This is an optimization exercise on Yosys and OpenROAD, whose aim is small area, not a production implementation. Function was checked by simulation only, so behaviour that the tests miss may differ from the original. Power figures rest on the tool's default switching activity, not on a simulated workload. The flow treats the clock pin as an ideal source, which a real chip does not have.

File: flow/design.v
module euc_ctrl_monitor #(
    parameter int NUM_CH  = 6,
    parameter int CNT_W   = 16,
    parameter int TIMEOUT = 1024,
    localparam int SEL_W  = (NUM_CH > 1) ? $clog2(NUM_CH) : 1
) (
    input  logic              clock,
    input  logic              reset,
    input  logic [NUM_CH-1:0] ap_start,
    input  logic [NUM_CH-1:0] ap_ready,
    input  logic [NUM_CH-1:0] ap_done,
    input  logic [NUM_CH-1:0] ap_continue,
    input  logic              finish,
    input  logic              rd_req,
    input  logic [SEL_W-1:0]  rd_sel,
    output logic              rd_valid,
    output logic [CNT_W-1:0]  rd_start_cnt,
    output logic [CNT_W-1:0]  rd_done_cnt,
    output logic [CNT_W-1:0]  rd_last_lat,
    output logic [CNT_W-1:0]  rd_max_lat,
    output logic [CNT_W-1:0]  rd_stall_cnt,
    output logic [5:0]        rd_status,
    output logic              all_idle
);
    localparam int CMP_W = (CNT_W > 32) ? CNT_W : 32;
    localparam logic [CMP_W-1:0] TMO_LIM = CMP_W'(TIMEOUT);
    logic [NUM_CH-1:0] busy_q, hold_q;
    logic [CNT_W-1:0]  lat_q   [NUM_CH];
    logic [CNT_W-1:0]  start_q [NUM_CH];
    logic [CNT_W-1:0]  done_q  [NUM_CH];
    logic [CNT_W-1:0]  last_q  [NUM_CH];
    logic [CNT_W-1:0]  max_q   [NUM_CH];
    logic [CNT_W-1:0]  stall_q [NUM_CH];
    logic [NUM_CH-1:0] err_q, tmo_q, gt_q;
    logic [NUM_CH-1:0] rec_q;       
    logic              frozen_q;
    logic              rd_valid_q;
    logic [SEL_W-1:0]  rd_sel_q;    
    logic [NUM_CH-1:0] rd_hit;
    function automatic logic [CNT_W-1:0] sat_inc_en(input logic [CNT_W-1:0] v, input logic en);
        logic c;
        c = en & ~(&v);
        for (int b = 0; b < CNT_W; b++) begin
            sat_inc_en[b] = v[b] ^ c;
            c = v[b] & c;
        end
    endfunction
    for (genvar i = 0; i < NUM_CH; i++) begin : g_ch
        logic acc, dn, ct, idle, act, run;
        assign acc  = ap_start[i] & ap_ready[i];
        assign dn   = ap_done[i];
        assign ct   = ap_continue[i];
        assign idle = ~busy_q[i] & ~hold_q[i];
        assign act  = busy_q[i] | (idle & acc);    
        assign run  = ~frozen_q;
        logic inc_start, inc_done, inc_stall, ld_last, ld_max;
        assign inc_start = run & acc;
        assign inc_done  = run & ct & ((act & dn) | hold_q[i]);
        assign inc_stall = run & hold_q[i] & ~ct;
        assign ld_last   = run & act & dn;
        assign ld_max    = run & busy_q[i] & dn & gt_q[i];
        always_ff @(posedge clock) begin
            lat_q[i] <= busy_q[i] ? sat_inc_en(lat_q[i], 1'b1) : CNT_W'(1);
            last_q[i] <= (last_q[i] & {CNT_W{~ld_last}}) | (lat_q[i] & {CNT_W{ld_last & busy_q[i]}});
            if (ld_max) max_q[i] <= lat_q[i];
            gt_q[i]  <= busy_q[i] ? (gt_q[i] | (lat_q[i] == max_q[i])) : ~rec_q[i];
        end
        always_ff @(posedge clock or posedge reset) begin
            if (reset) begin
                busy_q[i]  <= 1'b0;
                hold_q[i]  <= 1'b0;
                start_q[i] <= '0;
                done_q[i]  <= '0;
                rec_q[i]   <= 1'b0;
                stall_q[i] <= '0;
                err_q[i]   <= 1'b0;
                tmo_q[i]   <= 1'b0;
            end else begin
                start_q[i] <= sat_inc_en(start_q[i], inc_start);
                done_q[i]  <= sat_inc_en(done_q[i], inc_done);
                stall_q[i] <= sat_inc_en(stall_q[i], inc_stall);
                rec_q[i]   <= rec_q[i] | (run & busy_q[i] & dn);
                err_q[i] <= err_q[i] | (run & idle & ~acc & dn);
                tmo_q[i] <= tmo_q[i] | (run & busy_q[i] & (CMP_W'(lat_q[i]) >= TMO_LIM));
                busy_q[i] <= run ? (act & ~dn) : busy_q[i];
                hold_q[i] <= run ? ((act & dn & ~ct) | (hold_q[i] & ~ct)) : hold_q[i];
            end
        end
    end
    always_ff @(posedge clock or posedge reset) begin
        if (reset) begin
            frozen_q   <= 1'b0;
            rd_valid_q <= 1'b0;
        end else begin
            frozen_q   <= frozen_q | finish;
            rd_valid_q <= rd_req;
        end
    end
    always_ff @(posedge clock) begin
        rd_sel_q <= rd_sel;
    end
    always_comb begin
        for (int unsigned i = 0; i < NUM_CH; i++) rd_hit[i] = (rd_sel_q == SEL_W'(i));
    end
    always_comb begin
        rd_start_cnt = '0;
        rd_done_cnt  = '0;
        rd_last_lat  = '0;
        rd_max_lat   = '0;
        rd_stall_cnt = '0;
        rd_status    = {~|rd_hit, frozen_q, 4'b0};
        for (int unsigned i = 0; i < NUM_CH; i++) begin
            rd_start_cnt = rd_start_cnt | ({CNT_W{rd_hit[i]}} & start_q[i]);
            rd_done_cnt  = rd_done_cnt  | ({CNT_W{rd_hit[i]}} & done_q[i]);
            rd_last_lat  = rd_last_lat  | ({CNT_W{rd_hit[i] & rec_q[i]}} & last_q[i]);
            rd_max_lat   = rd_max_lat   | ({CNT_W{rd_hit[i] & rec_q[i]}} & max_q[i]);
            rd_stall_cnt = rd_stall_cnt | ({CNT_W{rd_hit[i]}} & stall_q[i]);
            rd_status    = rd_status    | ({6{rd_hit[i]}} & {2'b0, err_q[i], tmo_q[i], hold_q[i], busy_q[i]});
        end
    end
    assign rd_valid = rd_valid_q;
    assign all_idle = ~|(busy_q | hold_q);
endmodule
File: flow/flow/run.sh
#!/bin/bash
# Layout flow: the standard ORFS flow (standard.sh), built with three
# changes to how the layout is made:
#  1. Synthesis is the standard synthesis script with ABC's mapping script
#     replaced by the area-oriented flow/area.abc (flow/synth_area.tcl). The
#     registers are those of the standard synthesis; the standard synthesis is
#     also run on its own (into std/) so that flow/regnames.py can give every
#     register the instance name the standard synthesis gave it. If that
#     pairing fails, the flow falls back to the standard synthesis.
#  2. Port buffers use the smallest buffer cell (buf_1).
#  3. The clock tree uses larger sink clusters, one buffer type and no dummy
#     loads.
# Logs: std_synth.log, area_synth.log, regnames.log and flow.log here, and
# each ORFS step's own log under orfs/logs and std/logs.
set -euo pipefail
here=$(pwd)
res="$here/orfs/results/sky130hd/euc_ctrl_monitor/base"
export BUFFER_PORTS_ARGS="-buffer_cell sky130_fd_sc_hd__buf_1"
export CTS_ARGS="-sink_clustering_enable -repair_clock_nets -sink_clustering_size 16 -sink_clustering_max_diameter 200 -buf_list sky130_fd_sc_hd__clkbuf_8 -dont_use_dummy_load"
export AREA_ABC_SCRIPT="$here/flow/area.abc"

bash standard.sh WORK_HOME="$here/std" synth > std_synth.log 2>&1
synth=(SYNTH_SCRIPT="$here/flow/synth_area.tcl")
if bash standard.sh "${synth[@]}" "$res/1_2_yosys.v" > area_synth.log 2>&1 &&
   python3 flow/regnames.py "$here/std/results/sky130hd/euc_ctrl_monitor/base/1_2_yosys.v" "$res/1_2_yosys.v" > regnames.log 2>&1; then
  echo "area synthesis used" >> regnames.log
else
  echo "falling back to the standard synthesis" >> regnames.log
  rm -rf "$here/orfs"
  synth=()
fi
bash standard.sh "${synth[@]}" finish > flow.log 2>&1
File: flow/flow/area.abc
&get -n
&st
&dch
&nf -R 1000 -p -F 8 -A 4 -a
&put
File: flow/flow/regnames.py
#!/usr/bin/env python3
"""Give the registers of an area-mapped netlist the instance names that the
standard synthesis gave them, pairing registers by the net on their Q pin.

usage: regnames.py STANDARD.v AREA.v   (AREA.v is rewritten in place)
Exits non-zero, leaving AREA.v untouched, if the registers do not pair one to
one with the same cell types."""
import re
import sys

CELL = re.compile(r'^(\s*)(sky130_fd_sc_hd__\w+)\s+(\S+)\s*\((.*?)\);', re.M | re.S)
QPIN = re.compile(r'\.Q\((.*?)\)', re.S)
FLOP = re.compile(r'sky130_fd_sc_hd__(s?e?df\w+)')


def flops(text):
    out = {}
    for m in CELL.finditer(text):
        kind, name, body = m.group(2), m.group(3), m.group(4)
        if not FLOP.fullmatch(kind):
            continue
        q = QPIN.search(body)
        if not q:
            sys.exit(f'{name}: no Q pin')
        net = q.group(1).strip()
        if net in out:
            sys.exit(f'{net}: two registers')
        out[net] = (name, re.sub(r'_\d+$', '', kind))
    return out


std_text = open(sys.argv[1]).read()
area_text = open(sys.argv[2]).read()
std = flops(std_text)
area = flops(area_text)
if set(std) != set(area):
    sys.exit('register Q nets differ')
rename = {}
for net, (name, kind) in area.items():
    sname, skind = std[net]
    if skind != kind:
        sys.exit(f'{net}: cell {kind} vs {skind}')
    if sname != name:
        rename[name] = sname
targets = set(rename.values())
names = [m.group(3) for m in CELL.finditer(area_text)]
used = set(names) | targets
n = 0
for name in names:
    if name in targets and name not in rename:
        # a non-register (or unrenamed) instance holds a name a register needs
        while f'_area{n}_' in used:
            n += 1
        rename[name] = f'_area{n}_'
        used.add(rename[name])
for old, new in rename.items():
    if '/' in new or ':' in new:
        sys.exit(f'bad name {new}')


def sub(m):
    name = m.group(3)
    return m.group(0) if name not in rename else m.group(0).replace(
        f'{m.group(2)} {name}', f'{m.group(2)} {rename[name]}', 1)


new_text = CELL.sub(sub, area_text)
check = flops(new_text)
assert all(check[net][0] == std[net][0] for net in std), 'rename failed'
inst = [m.group(3) for m in CELL.finditer(new_text)]
assert len(inst) == len(set(inst)), 'duplicate instance names'
open(sys.argv[2], 'w').write(new_text)
print(f'renamed {len(rename)} instances; {len(std)} registers pair by name')
File: flow/flow/synth_area.tcl
# synth_recipe.tcl, with ABC's mapping script replaced by flow/area.abc.
proc synth {args} { yosys synth -nofsm -noshare {*}$args }
proc abc {args} {
  set i [lsearch -exact $args -script]
  if {$i >= 0} { lset args [expr {$i + 1}] $::env(AREA_ABC_SCRIPT) }
  puts "abc with script $::env(AREA_ABC_SCRIPT)"
  yosys abc {*}$args
}
source $::env(SCRIPTS_DIR)/synth.tcl
# left out here: clear keep_hierarchy, flatten, clean up, hide names made inside functions, write 1_2_yosys.v
File: flow/standard.sh
#!/bin/bash
# synth_recipe.tcl (not shown) runs the flow's synth.tcl, then flattens the netlist and writes it again
# the make line also repeats each setting of config.mk as NAME=value (left out here)
make -C /OpenROAD-flow-scripts/flow DESIGN_CONFIG=/design/flow/config.mk WORK_HOME=/design/flow/orfs CLKGATE_MAP_FILE= SYNTH_SCRIPT=/design/flow/synth_recipe.tcl "${@:-finish}"
File: flow/config.mk
export PLATFORM = sky130hd
export DESIGN_NAME = euc_ctrl_monitor
export DESIGN_NICKNAME = euc_ctrl_monitor
export VERILOG_FILES = /design/flow/design.v
export SDC_FILE = /design/flow/constraint.sdc
export NUM_CORES = 4
export LEC_CHECK = 0
export CAP_MARGIN = 10
export CORE_MARGIN = 2
export CORE_UTILIZATION = 60
export SLEW_MARGIN = 10
File: flow/constraint.sdc
create_clock -name core_clock -period 5.0 [get_ports {clock}]
set_input_delay 1.0000 -clock core_clock [delete_from_list [all_inputs] [get_ports {clock}]]
set_output_delay 1.0000 -clock core_clock [all_outputs]
set_load 0.01 [all_outputs]
==> qor.csv, run 1 <==
stage;metric;value;unit
run_status;status;timing/DRC/antenna clean;
sta;rsz0062_at_grt;no;
cts;cts_tree;yes;
sta;worst_pin_slew;1.06;ns
die;rows;76;
routing;via_per_inst;6.62;
setup_path;reg2reg_from;hold_q[5];
synthesis;synthTopCellsByArea;dfrtp_1 (31%), ha_1 (17%), dfxtp_1 (16%);
global_routing;grt_pass1_vias;17292;
synthesis;syn_area;0.0259;mm²
pwr;peakVddDrop;226;µV
sta;post-route-min-period;4.37;ns
routing;drtIter0Drc;2395;
cts;cts_resized;0;
synthesis;synth.area.mux_share;0;%
min_path;min_to;rd_valid_q;
routing;drc;0;
pwr;leakagePower;13.5;nW
synthesis;synth-simple-area-share;10.2;%
run;cap_violations;0;
sta;setup_ws;0.625;ns
global_routing;grt.total_usage;30.5;%
setup_path;worstPathRequired;5.53;ns
setup_path;startpoint_type;flip-flop;
die;die_area;0.0448;mm²
die;start_util;60.5;%
cts;ctsHoldBuffers;0;
sta;fin_worst_skew;0.0371;ns
cts;root_buffer;clkbuf_8;
die;die_w;212;µm
synthesis;ys_types;32;
routing;dr.pass1.iters;13;
pwr;power.total;8.03;mW
routing;ant_nets;0;
finish;layout_common_cells;ha_1 (360), dfrtp_1 (319), dfxtp_1 (201);
synthesis;synth_xor_area_share;3.86;%
sta;setup_viol;0;
routing;drt_wl_total;66.8;mm
placement;hpwl;49.3;mm
sta;tns;0;ns
synthesis;synth_area_leader_cell;dfrtp_1;
synthesis;yosys_warnings;7;
setup_path;crit_fanout;5;
min_path;hp-start;rd_req;
pwr;powerDensity;287;mW/mm²
sta;max_freq;0.229;GHz
finish;area_growth;7.95;%
synthesis;synth_top_area_share;30.9;%
synthesis;syn-num-nets;2293;
synthesis;syn-instance-count;1902;
setup_path;worstSetupStartpoint;hold_q[5];
setup_path;r2r_slack;0.63;ns
cts;clkLatencyLatePin;0.66;ns
setup_path;critPathCaptureType;flip-flop;
finish;nNetsFinal;2489;
synthesis;synth_fa_ha_area_share;17.4;%
cts;postCtsSetupBuffers;0;
synthesis;ys_seq_area_share;57.6;%
global_routing;grt-ovfl-total;0;
synthesis;synth_compound_gate_area_share;10.8;%
sta;fin_crit_sh;87.5;%
setup_path;rr_worst_depth;21;
die;core_area;0.0428;mm²
global_routing;grt_pass1_wl;103;mm
routing;wl_per_cell;25.3;µm
synthesis;ys_ff_latch;617;
setup_path;path_class;flip-flop to flip-flop;
sta;drv_slew;0;
finish;layoutNonFillerInstCount;2644;
finish;layout_commonest_cell;ha_1;
cts;clk_pin_slew_worst_paths;0.11;ns
placement;gp_congestion;0.877;
cts;cts_buffers;44;
placement;port_buffers;118;
cts;h-tree-depth;2;
min_path;min-delay-path-class;primary input to flip-flop;
finish;drive_gt1_share;4.06;%
setup_path;crit_slowest_cell;dfrtp_1;
sta;maxSlewHeadroom;29.6;%
cts;numClockSinks;617;
global_routing;antenna_found_initial;5;
placement;pre_cts_slack;0.225;ns
die;ioPinCount;119;
finish;fin_util;65.3;%
setup_path;timing.rr.end;done_q[5][15];
setup_path;path_cells;clkinv_1 -> a31oi_1 -> clkinv_1 -> a21oi_1 -> nor3b_1 -> ha_1 -> ha_1 -> ha_1 -> ha_1 -> ha_1 -> ha_1 -> ha_1 -> ha_1 -> ha_1 -> ha_1 -> ha_1 -> ha_1 -> ha_1 -> ha_1 -> ha_1 -> xor2_1;
placement;dpl.cell_count;2598;
synthesis;avgSynthCellArea;13.6;µm²
sta;hold_viol;0;
synthesis;synth_top_family_by_area;adder cells;
global_routing;grt_max_degree;177;
die;die_h;212;µm
setup_path;crit_top_cell;ha_1;
setup_path;cp_slowest_stage_delay;0.52;ns
cts;cts_buffer_depth;3;
routing;vias;17513;
min_path;min_delay_path_depth;1;
setup_path;critPathArrivalTime;4.90;ns
[routing by layer]
metal	global-route usage (%)	share of wire (%)	wire length, µm
met5	0	0.055	37
met4	12.1	4.1	2760
met3	4.12	6.2	4160
met2	50.1	48	32000
met1	41.4	42	27800
[synth_stat cells]
| master | number |
|---|---|
| nor2_1 | 24 |
| ha_1 | 360 |
| edfxtp_1 | 96 |
| or2_0 | 7 |
| nor4_1 | 36 |
| dfxtp_1 | 201 |
| a31oi_1 | 6 |
| and3_1 | 6 |
| nand3_1 | 25 |
| and2_0 | 97 |
| a222oi_1 | 143 |
| and3b_1 | 1 |
| a22oi_1 | 25 |
| nand2_1 | 126 |
| xnor2_1 | 48 |
| clkinv_1 | 8 |
| buf_4 | 1 |
| a22o_1 | 96 |
| nor3b_1 | 9 |
| nand2b_1 | 6 |
| a31o_1 | 6 |
| nor2b_1 | 6 |
| nor4b_1 | 1 |
| o21ai_0 | 17 |
| o31ai_1 | 12 |
| nand4_1 | 109 |
| a21oi_1 | 7 |
| or4_1 | 12 |
| o21bai_1 | 6 |
| dfrtp_1 | 320 |
| xor2_1 | 66 |
| nor3_1 | 19 |
[state kept, by name, summed over array words and instances (netlist names), 96 cells and up]
name and count:
done_q 96, last_q 96, lat_q 96, max_q 96
stall_q 96, start_q 96
[per-stage QoR]
step	cell area (µm²)	hold slack [ns]
finish	27900	0.435
global route	27900	0.410
CTS	27900	0.389
detailed placement	27300	0.457
global placement	27300	0.460
floorplan	25900	0.436
[worst max path at each step]
stage / end / slack, ns / cells past startpoint
global placement: done_q[5][15] / 0.30 / 21
global route: stall_q[5][15] / 0.34 / 20
CTS: done_q[1][15] / 0.61 / 19
finish: done_q[5][15] / 0.63 / 21
floorplan: busy_q[0] / 0.35 / 1
detailed placement: done_q[5][15] / 0.22 / 21
[logic make-up (layout without fill, tap and decap cells)]
logic type      Yosys count  in the layout
flops                   617            617
simple gates            484            484
fa+ha+maj               360            360
compound gates          318            318
xor+xnor                114            114
buf+inv                   9            203
other cells               0              2
[worst max-delay path: cells and delay by family, from the launching register on]
family          cells  cell delay (ns)
buf+inv             2             0.29
fa+ha+maj          15             2.77
flops               1             0.52
xor+xnor            1             0.14
simple gates        1             0.08
compound gates      2             0.46
[area by class of cell]
cell class / instances / area, µm²
Sequential cell: 617 / 14900
Fill cell: 3353 / 14800
Multi-Input combinational cell: 1276 / 11000
Timing Repair Buffer: 151 / 703
Tap cell: 546 / 683
Clock buffer: 44 / 606
Inverter: 8 / 42.5
Antenna cell: 2 / 5.00
[where the power goes]
group / switching [mW] / internal, mW
clock: 1.53 / 0.793
sequential: 0.124 / 5.17
combinational: 0.284 / 0.137
==> run 2: changes to the inputs <==
--- a/flow/flow/run.sh
+++ b/flow/flow/run.sh
@@ -17,5 +17,5 @@
 res="$here/orfs/results/sky130hd/euc_ctrl_monitor/base"
 export BUFFER_PORTS_ARGS="-buffer_cell sky130_fd_sc_hd__buf_1"
-export CTS_ARGS="-sink_clustering_enable -repair_clock_nets -sink_clustering_size 16 -sink_clustering_max_diameter 200 -buf_list sky130_fd_sc_hd__clkbuf_8 -dont_use_dummy_load"
+export CTS_ARGS="-sink_clustering_enable -repair_clock_nets -sink_clustering_size 30 -sink_clustering_max_diameter 200 -buf_list sky130_fd_sc_hd__clkbuf_16 -dont_use_dummy_load"
 export AREA_ABC_SCRIPT="$here/flow/area.abc"
 
--- a/flow/config.mk
+++ b/flow/config.mk
@@ -9,3 +9,4 @@
 export CORE_MARGIN = 2
 export CORE_UTILIZATION = 60
+export GPL_TIMING_DRIVEN = 0
 export SLEW_MARGIN = 10
==> qor.csv, run 2 <==
stage;metric;value;unit
run_status;status;timing/DRC/antenna clean;
pwr;peakVddDrop;247;µV
die;die_w;212;µm
setup_path;crit_top_cell;buf_8;
cts;root_buffer;clkbuf_16;
synthesis;ys_ff_latch;617;
sta;fin_worst_skew;0.0430;ns
placement;dpl.cell_count;2587;
sta;setup_viol;0;
pwr;p_comb_share;4.6;%
synthesis;synth_flop_cell;dfrtp_1;
routing;vias;17027;
sta;drv_slew;0;
die;start_util;60.5;%
die;ioPinCount;119;
pwr;power.total;8.04;mW
synthesis;syn-instance-count;1902;
global_routing;grt_pass1_vias;16996;
setup_path;crit_slowest_cell;nor3b_4;
pwr;powerDensity;286;mW/mm²
synthesis;synth_top_area_share;30.9;%
global_routing;grt-ovfl-total;0;
pwr;switching_share;23.2;%
finish;fin_util;65.6;%
die;die_area;0.0448;mm²
routing;via_per_inst;6.51;
synthesis;synthTopCellsByArea;dfrtp_1 (31%), ha_1 (17%), dfxtp_1 (16%);
synthesis;ys_types;32;
sta;hold_viol;0;
sta;hold_ws;0.420;ns
setup_path;path_cells;nor3b_4 -> buf_8 -> buf_8 -> and2_1 -> buf_16 -> a222oi_1 -> nand2_1 -> buf_1;
die;die_h;212;µm
placement;hpwl;48.9;mm
routing;drt_wl_total;64.3;mm
sta;tns;0;ns
cts;cts_buffer_depth;3;
cts;cts_tree;yes;
finish;nNetsFinal;2458;
setup_path;worst-path-buf-inv;4;
setup_path;cp_slowest_stage_delay;0.78;ns
placement;gp_congestion;0.895;
synthesis;synthMostInstantiatedCell;ha_1;
global_routing;grt_max_degree;159;
run;cap_violations;0;
synthesis;ys_seq_area_share;57.6;%
synthesis;avgSynthCellArea;13.6;µm²
global_routing;antenna_found_initial;9;
synthesis;syn-num-nets;2293;
sta;maxSlewHeadroom;21.5;%
synthesis;yosys_warnings;7;
placement;pre_cts_slack;0.0536;ns
finish;drive_gt1_share;2.62;%
placement;port_buffers;118;
synthesis;async_flop_share;51.9;%
pwr;clkPwrFrac;29.1;%
cts;clkLatencyLatePin;0.58;ns
cts;h-tree-depth;1;
die;core_area;0.0428;mm²
pwr;leakagePower;13.5;nW
global_routing;grt.total_usage;29.2;%
pwr;p_seq_share;66.3;%
setup_path;crit_fanout;22;
synthesis;ys_top_cells_by_count;ha_1 (360), dfrtp_1 (320), dfxtp_1 (201), a222oi_1 (143), nand2_1 (126);
cts;cts_buffers;24;
cts;ctsHoldBuffers;0;
setup_path;critPathArrivalTime;3.66;ns
sta;worst_pin_slew;1.18;ns
routing;wl_per_cell;24.6;µm
sta;rsz0062_at_grt;no;
routing;drc;0;
pwr;p_int;6.18;mW
routing;ant_nets;0;
placement;post_dp_cell_area;0.0275;mm²
die;rows;76;
finish;layoutNonFillerInstCount;2614;
setup_path;worstPathRequired;4.00;ns
cts;clk_pin_slew_worst_paths;0.11;ns
cts;postCtsSetupBuffers;0;
setup_path;critPathCaptureType;primary output;
sta;post-route-min-period;4.66;ns
finish;fillCellCount;3295;
finish;area_growth;8.48;%
setup_path;path_class;flip-flop to primary output;
synthesis;syn_area;0.0259;mm²
sta;fin_crit_sh;93.1;%
synthesis;synth_edf_count;96;
cts;cts_resized;0;
finish;layout_common_cells;ha_1 (360), dfrtp_1 (319), dfxtp_1 (201);
setup_path;startpoint_type;flip-flop;
sta;max_freq;0.215;GHz
finish;layout_commonest_cell;ha_1;
min_path;min-delay-path-class;primary input to asynchronous set/reset pin;
cts;numClockSinks;617;
sta;setup_ws;0.343;ns
global_routing;grt_pass1_wl;99.1;mm
setup_path;crit_family;simple AND/OR/NAND/NOR gates;
pwr;power.net_switching;1.86;mW
routing;dr.pass1.iters;10;
routing;drtIter0Drc;2001;
synthesis;synth_area_leader_cell;dfrtp_1;
finish;design_area;0.0281;mm²
run 2: cell count changes in the layout (fill, tap and decap cells not counted), sizes merged:
cell    previous run  this run
clkbuf            44        24
buf              151       140
clkinv             7         8
diode              2         3
inv                1         0
run 2: power groups by stage:
stage / logic (mW) / registers (mW) / clock network (mW)
floorplan: 0.231 / 5.38 / 0
global placement: 0.336 / 5.43 / 0
detailed placement: 0.378 / 5.43 / 0
CTS: 0.378 / 5.33 / 2.40
global route: 0.426 / 5.35 / 2.57
finish: 0.374 / 5.33 / 2.34
run 2: worst paths after layout:
kind                                    from            end  slack (ns)  depth (start not counted)
worst max-delay path             rd_sel_q[2]  rd_max_lat[8]        0.34                          8
worst min-delay path                   reset  start_q[3][9]        0.42                          2
worst max register to register  done_q[1][9]  done_q[1][15]        0.44                         19
worst min register to register      rec_q[5]        gt_q[5]        0.48                          1
max in group asynchronous              reset  done_q[3][10]        3.10                          4
min in group core_clock             rec_q[5]        gt_q[5]        0.48                          1
run 2: area by class of cell:
cell class | instances | area (µm²) | area share, %
Inverter | 8 | 42.5 | 0.151
Tap cell | 546 | 683 | 2.43
Multi-Input combinational cell | 1276 | 11000 | 39.1
Sequential cell | 617 | 14900 | 53.1
Buffer | 1 | 7.51 | 0.0267
Timing Repair Buffer | 139 | 836 | 2.98
Clock buffer | 24 | 601 | 2.14
Antenna cell | 3 | 7.51 | 0.0267
run 2: cell families after synthesis:
group	synth area share, %
XOR/XNOR	3.86
AND/OR/NAND/NOR	10.2
AO/OA/AOI/OAI	10.8
adder cells (fa/ha/maj)	17.4
buffers and inverters	0.145
flip-flops	57.6
run 2: worst register-to-register path, stage by stage (launching register included):
cell and delay, ns:
dfrtp_1 0.40, nand4_1 0.14, nor4_1 0.66, nor3b_1 0.21, ha_1 0.25, ha_1 0.18, ha_1 0.23, ha_1 0.20
ha_1 0.18, ha_1 0.18, ha_1 0.19, ha_1 0.18, ha_1 0.18, ha_1 0.19, ha_1 0.21, ha_1 0.19
ha_1 0.18, ha_1 0.18, ha_1 0.19, xor2_1 0.14
run 2: per-layer routing:
layer / part of all wire (%) / vias to the layer above / GRT usage [%]
met5: 0.13 / - / 0
met4: 3.2 / 12 / 8.89
met3: 5.2 / 104 / 3.81
li1: - / 7846 / -
met1: 43 / 8589 / 39.7
met2: 48 / 476 / 49.1
==> run 3: changes to the inputs <==
--- a/flow/config.mk
+++ b/flow/config.mk
@@ -6,7 +6,6 @@
 export NUM_CORES = 4
 export LEC_CHECK = 0
-export CAP_MARGIN = 10
+export CAP_MARGIN = 0
 export CORE_MARGIN = 2
 export CORE_UTILIZATION = 60
-export GPL_TIMING_DRIVEN = 0
-export SLEW_MARGIN = 10
+export SLEW_MARGIN = 0
==> qor.csv, run 3 <==
stage;metric;value;unit
synthesis;synth_area_leader_cell;dfrtp_1;
placement;gp_congestion;0.877;
placement;hpwl;49.3;mm
min_path;min-delay-path-class;primary input to flip-flop;
global_routing;grt_pass1_vias;17073;
pwr;peakVddDrop;257;µV
cts;clkLatencyLatePin;0.59;ns
pwr;leakagePower;13.5;nW
finish;fin_util;65.3;%
setup_path;path_class;flip-flop to flip-flop;
global_routing;grt_pass1_wl;102;mm
synthesis;synth_flop_cell;dfrtp_1;
synthesis;syn-num-nets;2293;
setup_path;cp_slowest_stage_delay;0.51;ns
die;core_area;0.0428;mm²
synthesis;syn-instance-count;1902;
synthesis;ys_top_cells_by_count;ha_1 (360), dfrtp_1 (320), dfxtp_1 (201), a222oi_1 (143), nand2_1 (126);
sta;post-route-min-period;4.35;ns
setup_path;startpoint_type;flip-flop;
synthesis;ys_ff_latch;617;
placement;port_buffers;118;
routing;dr.pass1.iters;14;
setup_path;worstPathRequired;5.48;ns
run_status;status;timing/DRC/antenna clean;
synthesis;synth_edf_count;96;
setup_path;crit_top_cell;ha_1;
die;rows;76;
cts;cts_buffers;24;
setup_path;worst-path-buf-inv;2;
cts;numClockSinks;617;
synthesis;ys_seq_area_share;57.6;%
cts;h-tree-depth;1;
die;start_util;60.5;%
global_routing;grt.total_usage;30.0;%
sta;worst_pin_slew;1.09;ns
run;cap_violations;0;
synthesis;async_flop_share;51.9;%
routing;ant_nets;0;
setup_path;crit_slowest_cell;dfrtp_1;
cts;root_buffer;clkbuf_16;
sta;max_freq;0.230;GHz
routing;wl_per_cell;25.3;µm
finish;nNetsFinal;2469;
finish;layout_common_cells;ha_1 (360), dfrtp_1 (319), dfxtp_1 (201);
synthesis;synthTopCellsByArea;dfrtp_1 (31%), ha_1 (17%), dfxtp_1 (16%);
sta;fin_crit_sh;87.0;%
sta;tns;0;ns
setup_path;path_cells;clkinv_1 -> a31oi_1 -> clkinv_1 -> a21oi_1 -> nor3b_1 -> ha_1 -> ha_1 -> ha_1 -> ha_1 -> ha_1 -> ha_1 -> ha_1 -> ha_1 -> ha_1 -> ha_1 -> ha_1 -> ha_1 -> ha_1 -> ha_1 -> ha_1 -> xor2_1;
cts;ctsHoldBuffers;0;
routing;drt_wl_total;66.3;mm
synthesis;synthMostInstantiatedCell;ha_1;
routing;drc;0;
setup_path;crit_family;adder cells;
pwr;powerDensity;288;mW/mm²
routing;drtIter0Drc;2324;
setup_path;critPathCaptureType;flip-flop;
cts;clk_pin_slew_worst_paths;0.12;ns
sta;hold_ws;0.489;ns
die;ioPinCount;119;
routing;vias;17313;
global_routing;grt-ovfl-total;0;
sta;drv_slew;0;
sta;rsz0062_at_grt;no;
finish;area_growth;7.92;%
cts;postCtsSetupBuffers;0;
die;die_h;212;µm
cts;cts_resized;0;
synthesis;ys_types;32;
global_routing;grt_max_degree;177;
die;die_area;0.0448;mm²
synthesis;syn_area;0.0259;mm²
setup_path;crit_fanout;5;
sta;fin_worst_skew;0.0394;ns
finish;fillCellCount;3320;
global_routing;antenna_found_initial;5;
sta;hold_viol;0;
synthesis;avgSynthCellArea;13.6;µm²
cts;cts_tree;yes;
routing;via_per_inst;6.60;
cts;cts_buffer_depth;3;
synthesis;yosys_warnings;7;
synthesis;synth_top_area_share;30.9;%
finish;layout_commonest_cell;ha_1;
die;die_w;212;µm
finish;drive_gt1_share;3.13;%
sta;setup_viol;0;
sta;maxSlewHeadroom;27.5;%
setup_path;critPathArrivalTime;4.83;ns
run 3: cell counts after synthesis:
No cell type changed its count.
run 3: cell type report:
class | count | area [µm²] | share of cell area [%]
antenna | 1 | 2.50 | 0.00896
clock buffer | 24 | 601 | 2.15
inverter | 8 | 42.5 | 0.152
multi-input combinational | 1276 | 11000 | 39.3
sequential | 617 | 14900 | 53.4
tap | 546 | 683 | 2.45
timing repair buffer | 151 | 703 | 2.52
run 3: logic make-up after synthesis:
family          count (synthesis)  synth area share [%]
fa+ha+maj                     360                  17.4
flops                         617                  57.6
xor+xnor                      114                  3.86
simple gates                  484                  10.2
compound gates                318                  10.8
buf+inv                         9                 0.145
run 3: layer usage:
| layer | part of all wire [%] | up-vias | wire [µm] | GRT usage (%) |
|---|---|---|---|---|
| li1 | - | 7864 | - | - |
| met1 | 43 | 8783 | 28200 | 41.4 |
| met2 | 48 | 561 | 32100 | 50.1 |
| met3 | 5.7 | 97 | 3810 | 3.46 |
| met4 | 3.2 | 8 | 2130 | 8.98 |
| met5 | 0.077 | - | 51 | 0 |
run 3: stage by stage:
step | cell area, µm² | power (mW) | setup WS (ns) | std cells
final | 27900 | 8.06 | 0.648 | 2623
after global routing | 27900 | 8.36 | 0.337 | 2623
after CTS | 27900 | 8.12 | 0.610 | 2622
after detailed placement | 27300 | 5.82 | 0.225 | 2598
after global placement | 27300 | 5.80 | 0.301 | 2598
after floorplan | 25900 | 5.61 | 0.351 | 1902
run 3: path summary, 6_finish.rpt:
check / depth (start not counted) / start / endpoint / slack, ns
setup / recovery: 21 / hold_q[5] / done_q[5][15] / 0.65
hold / removal: 1 / rd_sel[2] / rd_sel_q[2] / 0.49
setup reg to reg: 21 / hold_q[5] / done_q[5][15] / 0.65
hold reg to reg: 1 / err_q[5] / err_q[5] / 0.49
max in group asynchronous: 3 / reset / tmo_q[4] / 3.18
min in group asynchronous: 2 / reset / start_q[5][6] / 0.64
run 3: worst reg2reg max path: stages, from the launching register on:
cell and delay, ns:
dfrtp_1 0.51, clkinv_1 0.18, a31oi_1 0.29, clkinv_1 0.11
a21oi_1 0.17, nor3b_1 0.08, ha_1 0.19, ha_1 0.19
ha_1 0.23, ha_1 0.20, ha_1 0.18, ha_1 0.18
ha_1 0.18, ha_1 0.18, ha_1 0.18, ha_1 0.18
ha_1 0.18, ha_1 0.18, ha_1 0.18, ha_1 0.18
ha_1 0.18, xor2_1 0.14
run 3: report_power, final:
group / total [mW] / leakage [nW] / switching [mW] / internal, mW
sequential: 5.30 / 6.73 / 0.125 / 5.17
clock: 2.34 / 0.296 / 1.48 / 0.869
combinational: 0.420 / 6.45 / 0.283 / 0.137
total: 8.06 / 13.5 / 1.88 / 6.18
==> run 4: changes to the inputs <==
--- a/flow/config.mk
+++ b/flow/config.mk
@@ -6,6 +6,6 @@
 export NUM_CORES = 4
 export LEC_CHECK = 0
-export CAP_MARGIN = 0
+export CAP_MARGIN = 10
 export CORE_MARGIN = 2
-export CORE_UTILIZATION = 60
-export SLEW_MARGIN = 0
+export CORE_UTILIZATION = 50
+export SLEW_MARGIN = 10
==> qor.csv, run 4 <==
stage;metric;value;unit
placement;post_dp_cell_area;0.0275;mm²
finish;design_area;0.0281;mm²
finish;area_growth;8.56;%
global_routing;antenna_found_initial;2;
global_routing;grt_pass1_vias;17161;
setup_path;critPathCaptureType;flip-flop;
run;cap_violations;0;
finish;layout_common_cells;ha_1 (360), dfrtp_1 (319), dfxtp_1 (201);
setup_path;worstPathRequired;5.48;ns
die;ioPinCount;119;
sta;rsz0062_at_grt;no;
sta;drv_slew;0;
synthesis;ys_top_cells_by_count;ha_1 (360), dfrtp_1 (320), dfxtp_1 (201), a222oi_1 (143), nand2_1 (126);
die;core_area;0.0513;mm²
routing;ant_nets;0;
cts;postCtsSetupBuffers;0;
setup_path;crit_top_cell;ha_1;
cts;cts_buffer_depth;3;
routing;drtIter0Drc;2008;
setup_path;path_class;flip-flop to flip-flop;
cts;cts_buffers;24;
run_status;status;timing/DRC/antenna clean;
pwr;clkPwrFrac;29.2;%
routing;via_per_inst;6.21;
sta;maxSlewHeadroom;24.0;%
synthesis;synth_top_area_share;30.9;%
synthesis;synth_edf_count;96;
pwr;power.net_switching;1.89;mW
placement;hpwl;50.1;mm
synthesis;synth.area.mux_share;0;%
sta;fin_crit_sh;90.6;%
synthesis;ys_ff_latch;617;
synthesis;synth-simple-area-share;10.2;%
sta;hold_ws;0.488;ns
die;die_area;0.0536;mm²
global_routing;grt_max_degree;166;
global_routing;grt-ovfl-total;0;
placement;port_buffers;118;
min_path;min_delay_path_depth;1;
cts;clk_pin_slew_worst_paths;0.11;ns
cts;root_buffer;clkbuf_16;
pwr;p_seq_share;65.6;%
routing;wl_per_cell;24.2;µm
finish;layout_commonest_cell;ha_1;
cts;h-tree-depth;1;
synthesis;synth_area_leader_cell;dfrtp_1;
setup_path;crit_slowest_cell;dfrtp_1;
sta;worst_pin_slew;1.14;ns
setup_path;rr_worst_depth;21;
routing;drt_wl_total;66.7;mm
cts;clkLatencyLatePin;0.60;ns
synthesis;synth_xor_area_share;3.86;%
min_path;min-delay-path-class;flip-flop to flip-flop;
sta;hold_viol;0;
synthesis;syn-instance-count;1902;
synthesis;syn-num-nets;2293;
synthesis;ys_types;32;
setup_path;timing.rr.end;done_q[5][15];
pwr;powerDensity;287;mW/mm²
setup_path;path_cells;clkinv_1 -> a31oi_1 -> clkinv_1 -> a21oi_1 -> nor3b_1 -> ha_1 -> ha_1 -> ha_1 -> ha_1 -> ha_1 -> ha_1 -> ha_1 -> ha_1 -> ha_1 -> ha_1 -> ha_1 -> ha_1 -> ha_1 -> ha_1 -> ha_1 -> xor2_1;
cts;cts_tree;yes;
synthesis;yosys_warnings;7;
setup_path;reg2reg_from;hold_q[5];
min_path;hp-start;rec_q[1];
global_routing;grt.total_usage;25.1;%
global_routing;grt_pass1_wl;102;mm
setup_path;crit_family;adder cells;
pwr;switching_share;23.5;%
placement;gp_congestion;0.861;
routing;dr.pass1.iters;9;
synthesis;synth_fa_ha_area_share;17.4;%
cts;numClockSinks;617;
synthesis;synthMostInstantiatedCell;ha_1;
sta;fin_worst_skew;0.0519;ns
synthesis;syn_area;0.0259;mm²
setup_path;critPathArrivalTime;5.01;ns
synthesis;avgSynthCellArea;13.6;µm²
sta;max_freq;0.221;GHz
setup_path;crit_fanout;5;
finish;nNetsFinal;2469;
sta;setup_viol;0;
synthesis;ys_seq_area_share;57.6;%
finish;drive_gt1_share;3.13;%
synthesis;synth_compound_gate_area_share;10.8;%
synthesis;synthTopCellsByArea;dfrtp_1 (31%), ha_1 (17%), dfxtp_1 (16%);
pwr;peakVddDrop;243;µV
cts;ctsHoldBuffers;0;
sta;post-route-min-period;4.53;ns
min_path;min_to;gt_q[1];
die;die_w;232;µm
die;die_h;232;µm
pwr;p_int;6.17;mW
die;start_util;50.5;%
routing;vias;17124;
setup_path;startpoint_type;flip-flop;
die;rows;83;
sta;tns;0;ns
synthesis;async_flop_share;51.9;%
synthesis;synth_top_family_by_area;adder cells;
routing;drc;0;
setup_path;worst-path-buf-inv;2;
setup_path;cp_slowest_stage_delay;0.52;ns
pwr;leakagePower;13.5;nW
pwr;p_comb_share;5.1;%
cts;cts_resized;0;
synthesis;synth_flop_cell;dfrtp_1;
setup_path;r2r_slack;0.47;ns
[run 4: cell counts after synthesis]
No cell type changed its count.
[run 4: through the flow]
step	util (%)	total power, mW	std cells	worst slack (ns)
2_1_floorplan	-	5.61	1902	0.351
3_3_place_gp	53.6	5.81	2732	0.201
3_5_place_dp	53.6	5.82	2732	0.160
4_1_cts	54.8	8.15	2756	0.438
5_1_grt	54.8	8.40	2757	0.190
6_report	54.8	8.07	2757	0.468
[run 4: worst max path at each step]
stage / startpoint / end / slack (ns) / depth (start not counted)
floorplan: reset / busy_q[0] / 0.35 / 1
global placement: ap_ready[5] / done_q[5][15] / 0.20 / 21
detailed placement: ap_ready[5] / done_q[5][15] / 0.16 / 21
CTS: hold_q[5] / done_q[5][15] / 0.44 / 21
global route: hold_q[5] / done_q[5][15] / 0.19 / 21
finish: hold_q[5] / done_q[5][15] / 0.47 / 21
[run 4: layout make-up]
class,count,area [µm²]
fillers,4413,23200
flip-flops and latches,617,14900
multi-input cells,1276,11000
well taps,680,851
repair buffers,151,703
clock buffers,24,601
inverters,8,42.5
diodes,1,2.50
[run 4: cell families (layout without fill, tap and decap cells)]
family / count (synthesis) / count (layout)
AO/OA/AOI/OAI: 318 / 318
XOR/XNOR: 114 / 114
adder cells (fa/ha/maj): 360 / 360
buffers and inverters: 9 / 183
flip-flops: 617 / 617
other: 0 / 1
AND/OR/NAND/NOR: 484 / 484
[run 4: power by group through the flow]
stage / sequential, mW / combinational, mW / clock, mW
2_1_floorplan: 5.38 / 0.231 / 0
3_3_place_gp: 5.40 / 0.410 / 0
3_5_place_dp: 5.40 / 0.420 / 0
4_1_cts: 5.29 / 0.422 / 2.43
5_1_grt: 5.31 / 0.474 / 2.62
6_report: 5.30 / 0.415 / 2.36
[run 4: worst register-to-register path, stage by stage, from the launching register on]
cell,delay [ns]
dfrtp_1,0.52
clkinv_1,0.28
a31oi_1,0.31
clkinv_1,0.11
a21oi_1,0.24
nor3b_1,0.09
ha_1,0.20
ha_1,0.18
ha_1,0.19
ha_1,0.18
ha_1,0.19
ha_1,0.19
ha_1,0.18
ha_1,0.18
ha_1,0.18
ha_1,0.18
ha_1,0.18
ha_1,0.18
ha_1,0.18
ha_1,0.18
ha_1,0.19
xor2_1,0.14
[run 4: layer usage]
metal  global-route usage, %  routed length [µm]
met3                    3.59                4000
met5                       0                  13
met1                    34.8               29000
met2                    41.4               31900
met4                    6.37                1750
==> run 5: changes to the inputs <==
--- a/flow/config.mk
+++ b/flow/config.mk
@@ -8,4 +8,4 @@
 export CAP_MARGIN = 10
 export CORE_MARGIN = 2
-export CORE_UTILIZATION = 50
+export CORE_UTILIZATION = 60
 export SLEW_MARGIN = 10
==> qor.csv, run 5 <==
stage;metric;value;unit
run_status;status;timing/DRC/antenna clean;
synthesis;syn_area;0.0259;mm²
synthesis;async_flop_share;51.9;%
global_routing;grt_max_degree;177;
routing;wl_per_cell;25.3;µm
synthesis;syn-num-nets;2293;
synthesis;avgSynthCellArea;13.6;µm²
setup_path;path_class;flip-flop to flip-flop;
sta;maxSlewHeadroom;27.5;%
die;core_area;0.0428;mm²
routing;wl_met1;28.2;mm
sta;drv_slew;0;
setup_path;crit_fanout;5;
synthesis;synth_top_area_share;30.9;%
global_routing;grt_pass1_vias;17073;
finish;layout_commonest_cell;ha_1;
min_path;min-delay-path-class;primary input to flip-flop;
routing;wl_met2;32.1;mm
sta;setup_viol;0;
routing;dr_wl_met3;3.81;mm
global_routing;grt_pass1_wl;102;mm
sta;tns;0;ns
pwr;peakVddDrop;257;µV
routing;top_layer;met5;
finish;layout_common_cells;ha_1 (360), dfrtp_1 (319), dfxtp_1 (201);
synthesis;synth_area_leader_cell;dfrtp_1;
finish;drive_gt1_share;3.13;%
die;ioPinCount;119;
setup_path;critPathArrivalTime;4.83;ns
pwr;switching_share;23.4;%
synthesis;synthTopCellsByArea;dfrtp_1 (31%), ha_1 (17%), dfxtp_1 (16%);
run;cap_violations;0;
cts;root_buffer;clkbuf_16;
cts;clkLatencyLatePin;0.59;ns
die;start_util;60.5;%
setup_path;startpoint_type;flip-flop;
setup_path;timing.rr.end;done_q[5][15];
routing;vias;17313;
global_routing;grt.total_usage;30.0;%
sta;fin_worst_skew;0.0394;ns
cts;cts_tree;yes;
cts;clk_pin_slew_worst_paths;0.12;ns
setup_path;worstPathRequired;5.48;ns
synthesis;syn-instance-count;1902;
routing;drtIter0Drc;2324;
finish;nNetsFinal;2469;
sta;fin_crit_sh;87.0;%
placement;gp_congestion;0.877;
routing;drt_wl_total;66.3;mm
synthesis;ys_seq_area_share;57.6;%
pwr;p_comb_share;5.2;%
synthesis;synth_flop_cell;dfrtp_1;
routing;via_per_inst;6.60;
cts;cts_buffers;24;
setup_path;reg2reg_from;hold_q[5];
sta;hold_viol;0;
setup_path;rr_worst_depth;21;
cts;numClockSinks;617;
routing;ant_nets;0;
die;rows;76;
die;die_area;0.0448;mm²
synthesis;yosys_warnings;7;
cts;cts_resized;0;
cts;cts_buffer_depth;3;
pwr;power.net_switching;1.88;mW
finish;fillCellCount;3320;
finish;area_growth;7.92;%
pwr;leakagePower;13.5;nW
pwr;p_seq_share;65.7;%
finish;seqCellArea;0.0149;mm²
routing;drc;0;
sta;rsz0062_at_grt;no;
pwr;powerDensity;288;mW/mm²
finish;fin_util;65.3;%
synthesis;synthMostInstantiatedCell;ha_1;
routing;dr.pass1.iters;14;
pwr;clkPwrFrac;29.1;%
pwr;p_int;6.18;mW
pwr;power.total;8.06;mW
cts;ctsHoldBuffers;0;
sta;max_freq;0.230;GHz
cts;h-tree-depth;1;
setup_path;critPathCaptureType;flip-flop;
global_routing;grt-ovfl-total;0;
synthesis;ys_top_cells_by_count;ha_1 (360), dfrtp_1 (320), dfxtp_1 (201), a222oi_1 (143), nand2_1 (126);
die;die_h;212;µm
synthesis;synth_edf_count;96;
setup_path;crit_path_end;done_q[5][15];
setup_path;worstSetupStartpoint;hold_q[5];
placement;hpwl;49.3;mm
die;die_w;212;µm
synthesis;ys_types;32;
sta;worst_pin_slew;1.09;ns
setup_path;r2r_slack;0.65;ns
sta;post-route-min-period;4.35;ns
finish;multiInputGateArea;0.0110;mm²
cts;postCtsSetupBuffers;0;
synthesis;ys_ff_latch;617;
global_routing;antenna_found_initial;5;
placement;port_buffers;118;
run 5: cell counts after synthesis:
Identical to the previous run, type by type.
run 5: worst max-delay path, cell delays in order (launching register included):
cell and delay, ns:
dfrtp_1 0.51, clkinv_1 0.18, a31oi_1 0.29, clkinv_1 0.11
a21oi_1 0.17, nor3b_1 0.08, ha_1 0.19, ha_1 0.19
ha_1 0.23, ha_1 0.20, ha_1 0.18, ha_1 0.18
ha_1 0.18, ha_1 0.18, ha_1 0.18, ha_1 0.18
ha_1 0.18, ha_1 0.18, ha_1 0.18, ha_1 0.18
ha_1 0.18, xor2_1 0.14
run 5: cell families (layout without fill, tap and decap cells):
group,count (synthesis),after routing,synth area share (%)
simple gates,484,484,10.2
buf+inv,9,183,0.145
fa+ha+maj,360,360,17.4
compound gates,318,318,10.8
xor+xnor,114,114,3.86
other cells,0,1,0
flops,617,617,57.6
run 5: area by class of cell:
cell class              instances  area share [%]
flip-flops and latches        617            53.4
multi-input cells            1276            39.3
repair buffers                151            2.52
well taps                     546            2.45
clock buffers                  24            2.15
inverters                       8           0.152
diodes                          1         0.00896
run 5: stage by stage:
step	cell area (µm²)	hold WS (ns)	setup slack [ns]	instances
global placement	27300	0.460	0.301	2598
global route	27900	0.464	0.337	2623
finish	27900	0.489	0.648	2623
floorplan	25900	0.436	0.351	1902
detailed placement	27300	0.457	0.225	2598
CTS	27900	0.467	0.610	2622
run 5: power by group through the flow:
stage	Combinational (mW)	Sequential (mW)	Clock, mW
detailed placement	0.423	5.40	0
CTS	0.424	5.29	2.41
finish	0.420	5.30	2.34
global placement	0.407	5.39	0
global route	0.475	5.31	2.57
floorplan	0.231	5.38	0
run 5: worst min-delay path by stage:
stage | start | end | slack [ns] | depth (start not counted)
2_1_floorplan | rec_q[0] | gt_q[0] | 0.44 | 1
3_3_place_gp | last_q[5][14] | last_q[5][14] | 0.46 | 1
3_5_place_dp | err_q[5] | err_q[5] | 0.46 | 1
4_1_cts | rd_sel[2] | rd_sel_q[2] | 0.47 | 1
5_1_grt | rd_sel[2] | rd_sel_q[2] | 0.46 | 1
6_report | rd_sel[2] | rd_sel_q[2] | 0.49 | 1
run 5: layer usage:
layer  global-route usage [%]  up-vias
met1                     41.4     8783
met2                     50.1      561
met3                     3.46       97
li1                         -     7864
met5                        0        -
met4                     8.98        8
==> run 6: changes to the inputs <==
==> flow/flow/area.abc (replaced) <==
strash
dch
map -a -B 0
topo
&get -n
&st
&dch
&nf -R 1000 -p -F 8 -A 4 -a -C 32 -L 8
&put
==> qor.csv, run 6 <==
stage;metric;value;unit
run_status;status;timing/DRC/antenna clean;
die;start_util;61.1;%
synthesis;syn_area;0.0258;mm²
finish;drive_gt1_share;3.71;%
setup_path;cp_slowest_stage_delay;0.50;ns
placement;port_buffers;118;
placement;gp_congestion;0.938;
cts;cts_tree;yes;
synthesis;ys_top_cells_by_count;ha_1 (360), dfrtp_1 (320), dfxtp_1 (201), a222oi_1 (168), nand4_1 (121);
synthesis;async_flop_share;51.9;%
pwr;power.net_switching;1.83;mW
min_path;min_delay_path_depth;1;
cts;postCtsSetupBuffers;0;
sta;fin_worst_skew;0.0365;ns
finish;design_area;0.0279;mm²
setup_path;path_class;flip-flop to flip-flop;
sta;drv_slew;0;
routing;drtIter0Drc;2604;
finish;fillCellCount;3210;
cts;cts_buffer_depth;3;
setup_path;crit_slowest_cell;dfrtp_1;
die;die_area;0.0446;mm²
synthesis;yosys_warnings;7;
pwr;clkPwrFrac;29.6;%
finish;fin_util;66.2;%
sta;fin_crit_sh;89.2;%
global_routing;grt_max_degree;179;
pwr;power.total;7.96;mW
placement;post_dp_cell_area;0.0273;mm²
min_path;min-delay-path-class;flip-flop to flip-flop;
die;ioPinCount;119;
synthesis;avgSynthCellArea;13.8;µm²
global_routing;grt.total_usage;31.5;%
synthesis;synth_area_leader_cell;dfrtp_1;
setup_path;critPathCaptureType;flip-flop;
sta;setup_viol;0;
placement;pre_cts_slack;0.369;ns
synthesis;syn-instance-count;1861;
die;die_h;211;µm
sta;hold_viol;0;
finish;seqCellArea;0.0149;mm²
placement;hpwl;51.4;mm
cts;clkLatencyLatePin;0.59;ns
global_routing;grt-ovfl-total;0;
finish;layout_commonest_cell;ha_1;
routing;wl_per_cell;26.7;µm
synthesis;synth_flop_cell;dfrtp_1;
synthesis;ys_types;27;
setup_path;rr_worst_depth;20;
routing;drc;0;
synthesis;synth_edf_count;96;
finish;area_growth;8.25;%
finish;nNetsFinal;2440;
pwr;switching_share;23.0;%
synthesis;ys_seq_area_share;57.9;%
sta;setup_ws;0.539;ns
die;core_area;0.0421;mm²
pwr;leakagePower;13.5;nW
pwr;p_seq_share;66.1;%
synthesis;syn-num-nets;2252;
setup_path;worstPathRequired;5.48;ns
global_routing;grt_pass1_wl;106;mm
finish;multiInputGateArea;0.0108;mm²
routing;ant_nets;0;
die;die_w;211;µm
setup_path;crit_top_cell;ha_1;
setup_path;path_cells;nand4_1 -> nor4_1 -> buf_4 -> a211oi_1 -> ha_1 -> ha_1 -> ha_1 -> ha_1 -> ha_1 -> ha_1 -> ha_1 -> ha_1 -> ha_1 -> ha_1 -> ha_1 -> ha_1 -> ha_1 -> ha_1 -> ha_1 -> xor2_1;
setup_path;startpoint_type;flip-flop;
synthesis;synthTopCellsByArea;dfrtp_1 (31%), ha_1 (17%), dfxtp_1 (16%);
global_routing;grt_pass1_vias;17482;
routing;via_per_inst;6.76;
pwr;p_comb_share;4.4;%
routing;vias;17487;
synthesis;synthMostInstantiatedCell;ha_1;
sta;post-route-min-period;4.46;ns
setup_path;crit_fanout;2;
cts;ctsHoldBuffers;0;
routing;dr.pass1.iters;11;
finish;layout_common_cells;ha_1 (360), dfrtp_1 (320), dfxtp_1 (201);
cts;cts_buffers;24;
sta;worst_pin_slew;1.19;ns
sta;tns;0;ns
sta;rsz0062_at_grt;no;
synthesis;ys_ff_latch;617;
cts;root_buffer;clkbuf_16;
sta;max_freq;0.224;GHz
run;cap_violations;0;
routing;drt_wl_total;69.2;mm
cts;numClockSinks;617;
cts;clk_pin_slew_worst_paths;0.11;ns
cts;h-tree-depth;1;
sta;maxSlewHeadroom;20.5;%
die;rows;75;
synthesis;synth_top_area_share;31.1;%
pwr;p_int;6.13;mW
pwr;powerDensity;286;mW/mm²
global_routing;antenna_found_initial;3;
setup_path;critPathArrivalTime;4.94;ns
cts;cts_resized;0;
pwr;peakVddDrop;272;µV
## run 6: cells by family (layout without fill, tap and decap cells)
group,Yosys count,after routing,share of synthesized area (%)
fa+ha+maj,360,360,17.5
other cells,0,1,0
buf+inv,15,201,0.233
compound gates,324,324,11.2
xor+xnor,114,114,3.88
flops,617,617,57.9
simple gates,431,431,9.29
## run 6: final cells by class
type                    count  share of cell area (%)
repair buffers            163                    2.85
inverters                  14                   0.233
clock buffers              24                    2.15
well taps                 539                    2.42
multi-input cells        1229                    38.8
diodes                      1                 0.00898
flip-flops and latches    617                    53.5
## run 6: final timing paths
| kind | from | to | slack, ns |
|---|---|---|---|
| setup / recovery | done_q[4][15] | done_q[4][15] | 0.54 |
| min in group asynchronous | reset | start_q[4][8] | 0.68 |
| hold reg to reg | rec_q[4] | gt_q[4] | 0.47 |
| max in group asynchronous | reset | stall_q[0][9] | 3.32 |
| hold / removal | rec_q[4] | gt_q[4] | 0.47 |
| setup reg to reg | done_q[4][15] | done_q[4][15] | 0.54 |
## run 6: stage by stage
step | std cells | hold WS, ns
after floorplan | 1861 | 0.437
after global placement | 2562 | 0.448
after detailed placement | 2562 | 0.455
after CTS | 2586 | 0.462
after global routing | 2587 | 0.460
final | 2587 | 0.474
## run 6: power groups by stage
stage / combinational [mW] / clock, mW / sequential, mW
floorplan: 0.197 / 0 / 5.33
global placement: 0.336 / 0 / 5.36
detailed placement: 0.346 / 0 / 5.36
CTS: 0.348 / 2.40 / 5.26
global route: 0.391 / 2.56 / 5.27
finish: 0.346 / 2.35 / 5.26
## run 6: metal layers
metal  global-route usage [%]  up-vias  routed length (µm)
li1                         -     7781                   -
met1                     44.5     8852               28900
met2                     50.9      746               32500
met3                     4.50      104                5420
met4                     9.57        4                2350
met5                        0        -                  28
## run 6: worst max-delay path, delay by kind of cell, from the launching register on
kind / cells / cell delay [ns]
fa+ha+maj: 15 / 2.77
simple gates: 2 / 0.66
flops: 1 / 0.50
buf+inv: 1 / 0.22
xor+xnor: 1 / 0.14
compound gates: 1 / 0.06
==> run 7: changes to the inputs <==
--- a/flow/flow/run.sh
+++ b/flow/flow/run.sh
@@ -17,5 +17,5 @@
 res="$here/orfs/results/sky130hd/euc_ctrl_monitor/base"
 export BUFFER_PORTS_ARGS="-buffer_cell sky130_fd_sc_hd__buf_1"
-export CTS_ARGS="-sink_clustering_enable -repair_clock_nets -sink_clustering_size 30 -sink_clustering_max_diameter 200 -buf_list sky130_fd_sc_hd__clkbuf_16 -dont_use_dummy_load"
+export CTS_ARGS="-sink_clustering_enable -repair_clock_nets -sink_clustering_size 24 -sink_clustering_max_diameter 200 -buf_list {sky130_fd_sc_hd__clkbuf_8 sky130_fd_sc_hd__clkbuf_16} -dont_use_dummy_load"
 export AREA_ABC_SCRIPT="$here/flow/area.abc"
 
==> flow/flow/area.abc (replaced) <==
&get -n
&st
&dch
&nf -R 1000 -p -F 8 -A 4 -a
&put
==> qor.csv, run 7 <==
stage;metric;value;unit
sta;tns;0;ns
cts;cts_buffers;29;
routing;drtIter0Drc;2348;
routing;ant_nets;0;
die;core_area;0.0428;mm²
synthesis;syn-instance-count;1902;
min_path;min-delay-path-class;flip-flop to flip-flop;
synthesis;yosys_warnings;7;
global_routing;grt_max_degree;177;
pwr;powerDensity;294;mW/mm²
sta;maxSlewHeadroom;28.7;%
routing;via_per_inst;6.61;
setup_path;critPathCaptureType;flip-flop;
synthesis;ys_top_cells_by_count;ha_1 (360), dfrtp_1 (320), dfxtp_1 (201), a222oi_1 (143), nand2_1 (126);
cts;ctsHoldBuffers;0;
cts;root_buffer;clkbuf_16;
synthesis;syn_area;0.0259;mm²
synthesis;avgSynthCellArea;13.6;µm²
global_routing;grt_pass1_vias;17068;
synthesis;synthTopCellsByArea;dfrtp_1 (31%), ha_1 (17%), dfxtp_1 (16%);
global_routing;grt_busiest_layer;met2;
sta;fin_crit_sh;87.2;%
finish;fin_util;65.6;%
global_routing;grt.total_usage;30.1;%
setup_path;critPathArrivalTime;4.85;ns
die;start_util;60.5;%
global_routing;use_met3;3.84;%
die;die_w;212;µm
pwr;leakagePower;13.5;nW
finish;drive_gt1_share;3.36;%
run;cap_violations;0;
cts;clkLatencyLatePin;0.60;ns
synthesis;synth_flop_cell;dfrtp_1;
setup_path;path_class;flip-flop to flip-flop;
die;rows;76;
global_routing;antenna_found_initial;5;
synthesis;async_flop_share;51.9;%
die;die_h;212;µm
routing;drc;0;
routing;wl_per_cell;25.3;µm
synthesis;synthMostInstantiatedCell;ha_1;
synthesis;synth_top_area_share;30.9;%
sta;drv_slew;0;
placement;port_buffers;118;
cts;cts_resized;0;
global_routing;grt_use_met1;41.2;%
synthesis;synth_area_leader_cell;dfrtp_1;
global_routing;global_route.usage.met2;49.8;%
setup_path;startpoint_type;flip-flop;
cts;h-tree-depth;1;
synthesis;ys_types;32;
cts;numClockSinks;617;
global_routing;grt-ovfl-total;0;
sta;setup_viol;0;
pwr;peakVddDrop;225;µV
finish;area_growth;8.41;%
global_routing;grt_pass1_wl;102;mm
routing;drt_wl_total;66.5;mm
sta;post-route-min-period;4.36;ns
finish;nNetsFinal;2474;
die;ioPinCount;119;
placement;hpwl;49.3;mm
synthesis;synth_edf_count;96;
run_status;status;timing/DRC/antenna clean;
sta;hold_viol;0;
die;die_area;0.0448;mm²
cts;cts_buffer_depth;3;
placement;gp_congestion;0.877;
synthesis;ys_seq_area_share;57.6;%
synthesis;ys_ff_latch;617;
finish;layout_commonest_cell;ha_1;
setup_path;crit_fanout;5;
cts;cts_tree;yes;
finish;fillCellCount;3306;
sta;max_freq;0.229;GHz
synthesis;syn-num-nets;2293;
routing;vias;17373;
sta;worst_pin_slew;1.07;ns
sta;fin_worst_skew;0.0269;ns
finish;layout_common_cells;ha_1 (360), dfrtp_1 (319), dfxtp_1 (201);
cts;postCtsSetupBuffers;0;
routing;dr.pass1.iters;11;
sta;rsz0062_at_grt;no;
cts;clk_pin_slew_worst_paths;0.10;ns
setup_path;worstPathRequired;5.49;ns
run 7: cell types whose count changed after synthesis, moves of 17 or more:
cell      delta
xnor2_1     -48
xor2_1      +48
a222oi_1    -25
a22oi_1     +25
nand3_1     +25
nand2_1     +23
a21oi_1     -17
run 7: cells by family after synthesis:
| kind of cell | after synthesis | synth area share [%] |
|---|---|---|
| compound gates | 318 | 10.8 |
| buf+inv | 9 | 0.145 |
| fa+ha+maj | 360 | 17.4 |
| flops | 617 | 57.6 |
| xor+xnor | 114 | 3.86 |
| simple gates | 484 | 10.2 |
run 7: power breakdown:
part / switching (mW) / leakage, nW / internal (mW)
clock network: 1.51 / 0.357 / 1.03
logic: 0.284 / 6.45 / 0.137
registers: 0.124 / 6.73 / 5.17
total: 1.91 / 13.5 / 6.34
run 7: metrics by stage:
stage	instance area [µm²]	std cells	worst slack [ns]	total power [mW]	hold slack [ns]
6_report	28100	2629	0.641	8.25	0.482
4_1_cts	28100	2627	0.613	8.33	0.459
3_5_place_dp	27300	2598	0.225	5.82	0.457
3_3_place_gp	27300	2598	0.301	5.80	0.460
5_1_grt	28100	2628	0.343	8.56	0.461
2_1_floorplan	25900	1902	0.351	5.61	0.436
run 7: per-layer routing:
layer	share of wire (%)	wire length (µm)
met3	5.7	3790
met4	3.9	2600
met2	48	31900
met1	42	28100
met5	0.056	37
run 7: area by class of cell:
| class | instances | area (µm²) | share of cell area (%) |
|---|---|---|---|
| Multi-Input combinational cell | 1276 | 11000 | 39.2 |
| Clock buffer | 29 | 726 | 2.59 |
| Inverter | 8 | 42.5 | 0.152 |
| Tap cell | 546 | 683 | 2.43 |
| Antenna cell | 2 | 5.00 | 0.0178 |
| Timing Repair Buffer | 151 | 703 | 2.51 |
| Sequential cell | 617 | 14900 | 53.1 |
run 7: critical path, cell delays in order, from the launching register on:
cell and delay [ns]:
dfrtp_1 0.52, clkinv_1 0.18, a31oi_1 0.29, clkinv_1 0.11, a21oi_1 0.17, nor3b_1 0.08, ha_1 0.19, ha_1 0.19
ha_1 0.22, ha_1 0.19, ha_1 0.18, ha_1 0.18, ha_1 0.18, ha_1 0.18, ha_1 0.18, ha_1 0.18
ha_1 0.18, ha_1 0.18, ha_1 0.18, ha_1 0.18, ha_1 0.18, xor2_1 0.14
run 7: final timing paths:
path	from	end	slack (ns)	cells after the start
worst max-delay path	hold_q[5]	done_q[5][15]	0.64	21
worst min-delay path	err_q[5]	err_q[5]	0.48	1
worst max register to register	hold_q[5]	done_q[5][15]	0.64	21
worst min register to register	err_q[5]	err_q[5]	0.48	1
max in group asynchronous	reset	done_q[5][13]	3.19	3
min in group asynchronous	reset	start_q[2][4]	0.63	2
==> run 8: changes to the inputs <==
--- a/flow/flow/run.sh
+++ b/flow/flow/run.sh
@@ -17,5 +17,5 @@
 res="$here/orfs/results/sky130hd/euc_ctrl_monitor/base"
 export BUFFER_PORTS_ARGS="-buffer_cell sky130_fd_sc_hd__buf_1"
-export CTS_ARGS="-sink_clustering_enable -repair_clock_nets -sink_clustering_size 24 -sink_clustering_max_diameter 200 -buf_list {sky130_fd_sc_hd__clkbuf_8 sky130_fd_sc_hd__clkbuf_16} -dont_use_dummy_load"
+export CTS_ARGS="-sink_clustering_enable -repair_clock_nets -sink_clustering_size 30 -sink_clustering_max_diameter 200 -buf_list sky130_fd_sc_hd__clkbuf_16 -root_buf sky130_fd_sc_hd__clkbuf_8 -tree_buf sky130_fd_sc_hd__clkbuf_8 -dont_use_dummy_load"
 export AREA_ABC_SCRIPT="$here/flow/area.abc"
 
==> flow/flow/area.abc (replaced) <==
strash
dch
map -a -B 0
topo
&get -n
&st
&dch
&nf -R 1000 -p -F 8 -A 4 -a -C 32 -L 8
&put
==> qor.csv, run 8 <==
stage;metric;value;unit
synthesis;synth_area_leader_cell;dfrtp_1;
die;ioPinCount;119;
cts;cts_buffers;24;
placement;pre_cts_slack;0.369;ns
cts;numClockSinks;617;
cts;clk_pin_slew_worst_paths;0.11;ns
die;die_w;211;µm
sta;fin_crit_sh;89.3;%
setup_path;path_class;flip-flop to flip-flop;
global_routing;grt.total_usage;31.5;%
routing;drc;0;
sta;hold_viol;0;
sta;maxSlewHeadroom;24.1;%
routing;drtIter0Drc;2644;
routing;via_per_inst;6.79;
placement;dpl.cell_count;2562;
global_routing;antenna_found_initial;4;
setup_path;timing.rr.end;done_q[4][15];
synthesis;ys_ff_latch;617;
cts;cts_resized;0;
die;core_area;0.0421;mm²
pwr;leakagePower;13.5;nW
sta;hold_ws;0.380;ns
routing;vias;17565;
global_routing;grt_pass1_wl;106;mm
setup_path;startpoint_type;flip-flop;
synthesis;synth_top_area_share;31.1;%
routing;ant_nets;0;
setup_path;cp_slowest_stage_delay;0.55;ns
routing;drt_wl_total;69.1;mm
global_routing;grt_pass1_vias;17414;
synthesis;synth_edf_count;96;
setup_path;rr_worst_depth;20;
setup_path;worstPathRequired;5.57;ns
sta;fin_worst_skew;0.0455;ns
sta;post-route-min-period;4.46;ns
placement;port_buffers;118;
cts;root_buffer;clkbuf_8;
setup_path;critPathCaptureType;flip-flop;
sta;worst_pin_slew;1.14;ns
synthesis;syn_area;0.0258;mm²
cts;cts_buffer_depth;3;
synthesis;synth_flop_cell;dfrtp_1;
synthesis;yosys_warnings;7;
run;cap_violations;0;
cts;cts_tree;yes;
sta;drv_slew;0;
setup_path;r2r_slack;0.54;ns
min_path;min_delay_path_depth;1;
finish;fin_util;66.1;%
finish;area_growth;8.12;%
setup_path;path_cells;nand4_1 -> nor4_1 -> buf_4 -> a211oi_1 -> ha_1 -> ha_1 -> ha_1 -> ha_1 -> ha_1 -> ha_1 -> ha_1 -> ha_1 -> ha_1 -> ha_1 -> ha_1 -> ha_1 -> ha_1 -> ha_1 -> ha_1 -> xor2_1;
synthesis;syn-num-nets;2252;
min_path;hp-start;rd_sel[0];
synthesis;avgSynthCellArea;13.8;µm²
finish;multiInputGateArea;0.0108;mm²
sta;max_freq;0.224;GHz
die;start_util;61.1;%
run_status;status;timing/DRC/antenna clean;
finish;drive_gt1_share;3.71;%
pwr;peakVddDrop;270;µV
placement;gp_congestion;0.938;
synthesis;ys_top_cells_by_count;ha_1 (360), dfrtp_1 (320), dfxtp_1 (201), a222oi_1 (168), nand4_1 (121);
setup_path;crit_slowest_cell;nor4_1;
finish;layoutNonFillerInstCount;2588;
synthesis;async_flop_share;51.9;%
global_routing;grt-ovfl-total;0;
synthesis;syn-instance-count;1861;
cts;postCtsSetupBuffers;0;
placement;hpwl;51.4;mm
min_path;min_to;rd_sel_q[0];
## run 8: metrics by stage
step                      power [mW]  area, µm²
after detailed placement        5.71      27300
final                           7.89      27800
after CTS                       7.94      27800
after global routing            8.15      27800
after global placement          5.69      27300
after floorplan                 5.53      25800
## run 8: routing by layer
metal / GRT usage, % / up-vias / share of wire (%)
li1: - / 7783 / -
met1: 44.4 / 8901 / 42
met2: 50.8 / 774 / 47
met3: 4.56 / 103 / 7.9
met4: 9.52 / 4 / 3.3
met5: 0 / - / 0.035
## run 8: cell families after synthesis
family	synth area share [%]
xor gates and xnor gates	3.88
DFF	57.9
and+or+nand+nor	9.29
buffers and inverters	0.233
AOI/OAI and AO/OA	11.2
adders and majority gates	17.5
## run 8: how the worst max path moves through the flow
stage	startpoint	end	slack [ns]	cells after the start
2_1_floorplan	reset	busy_q[0]	0.35	1
3_3_place_gp	ap_continue[0]	done_q[0][15]	0.39	20
3_5_place_dp	ap_continue[3]	done_q[3][15]	0.37	20
4_1_cts	done_q[1][15]	done_q[1][15]	0.55	20
5_1_grt	done_q[1][15]	done_q[1][15]	0.34	20
6_report	done_q[4][11]	done_q[4][15]	0.54	20
## run 8: final cells by class
| cell class | count | share of cell area [%] |
|---|---|---|
| repair buffers | 163 | 2.85 |
| diodes | 2 | 0.0180 |
| clock buffers | 24 | 2.04 |
| multi-input cells | 1229 | 38.9 |
| flip-flops and latches | 617 | 53.6 |
| well taps | 539 | 2.42 |
| inverters | 14 | 0.234 |
## run 8: power by group
group	total (mW)	switching (mW)	internal [mW]
combinational	0.345	0.235	0.110
sequential	5.26	0.109	5.15
clock	2.29	1.48	0.807
total	7.89	1.83	6.07
## run 8: critical path, delay by kind of cell, from the launching register on
| kind | cells | cell delay (ns) |
|---|---|---|
| buf+inv | 1 | 0.22 |
| simple gates | 2 | 0.77 |
| compound gates | 1 | 0.06 |
| flops | 1 | 0.40 |
| xor+xnor | 1 | 0.14 |
| fa+ha+maj | 15 | 2.77 |

## re-timing with driven ports
The results above use ideal ports. As a check the final layouts listed here were re-extracted and re-timed, cells and wires unchanged.
Step 1, drivers: a clkbuf_16 drives clock and a buf_2 each remaining input, both assumed.
Step 2 times the ports against the registers' clock, not the clock port: input delays grow and output delays shrink by t, the midpoint of the rising clock arrivals with the driver on.
Slacks: ideal ports / drivers / drivers and shift; pairs: ideal ports / drivers.
run	t, ns	setup slack, ns
run 1	0.699	0.625 / 0.625 / 0.204
run 2	0.626	0.343 / 0.284 / 0.097
run 3	0.631	0.648 / 0.648 / 0.226
run 4	0.641	0.468 / 0.468 / 0.187
run 5	0.631	0.648 / 0.648 / 0.226
run 6	0.627	0.539 / 0.539 / 0.343
run 7	0.645	0.641 / 0.641 / 0.236
run 8	0.743	0.536 / 0.536 / 0.334
After both steps every run listed still meets setup and hold.
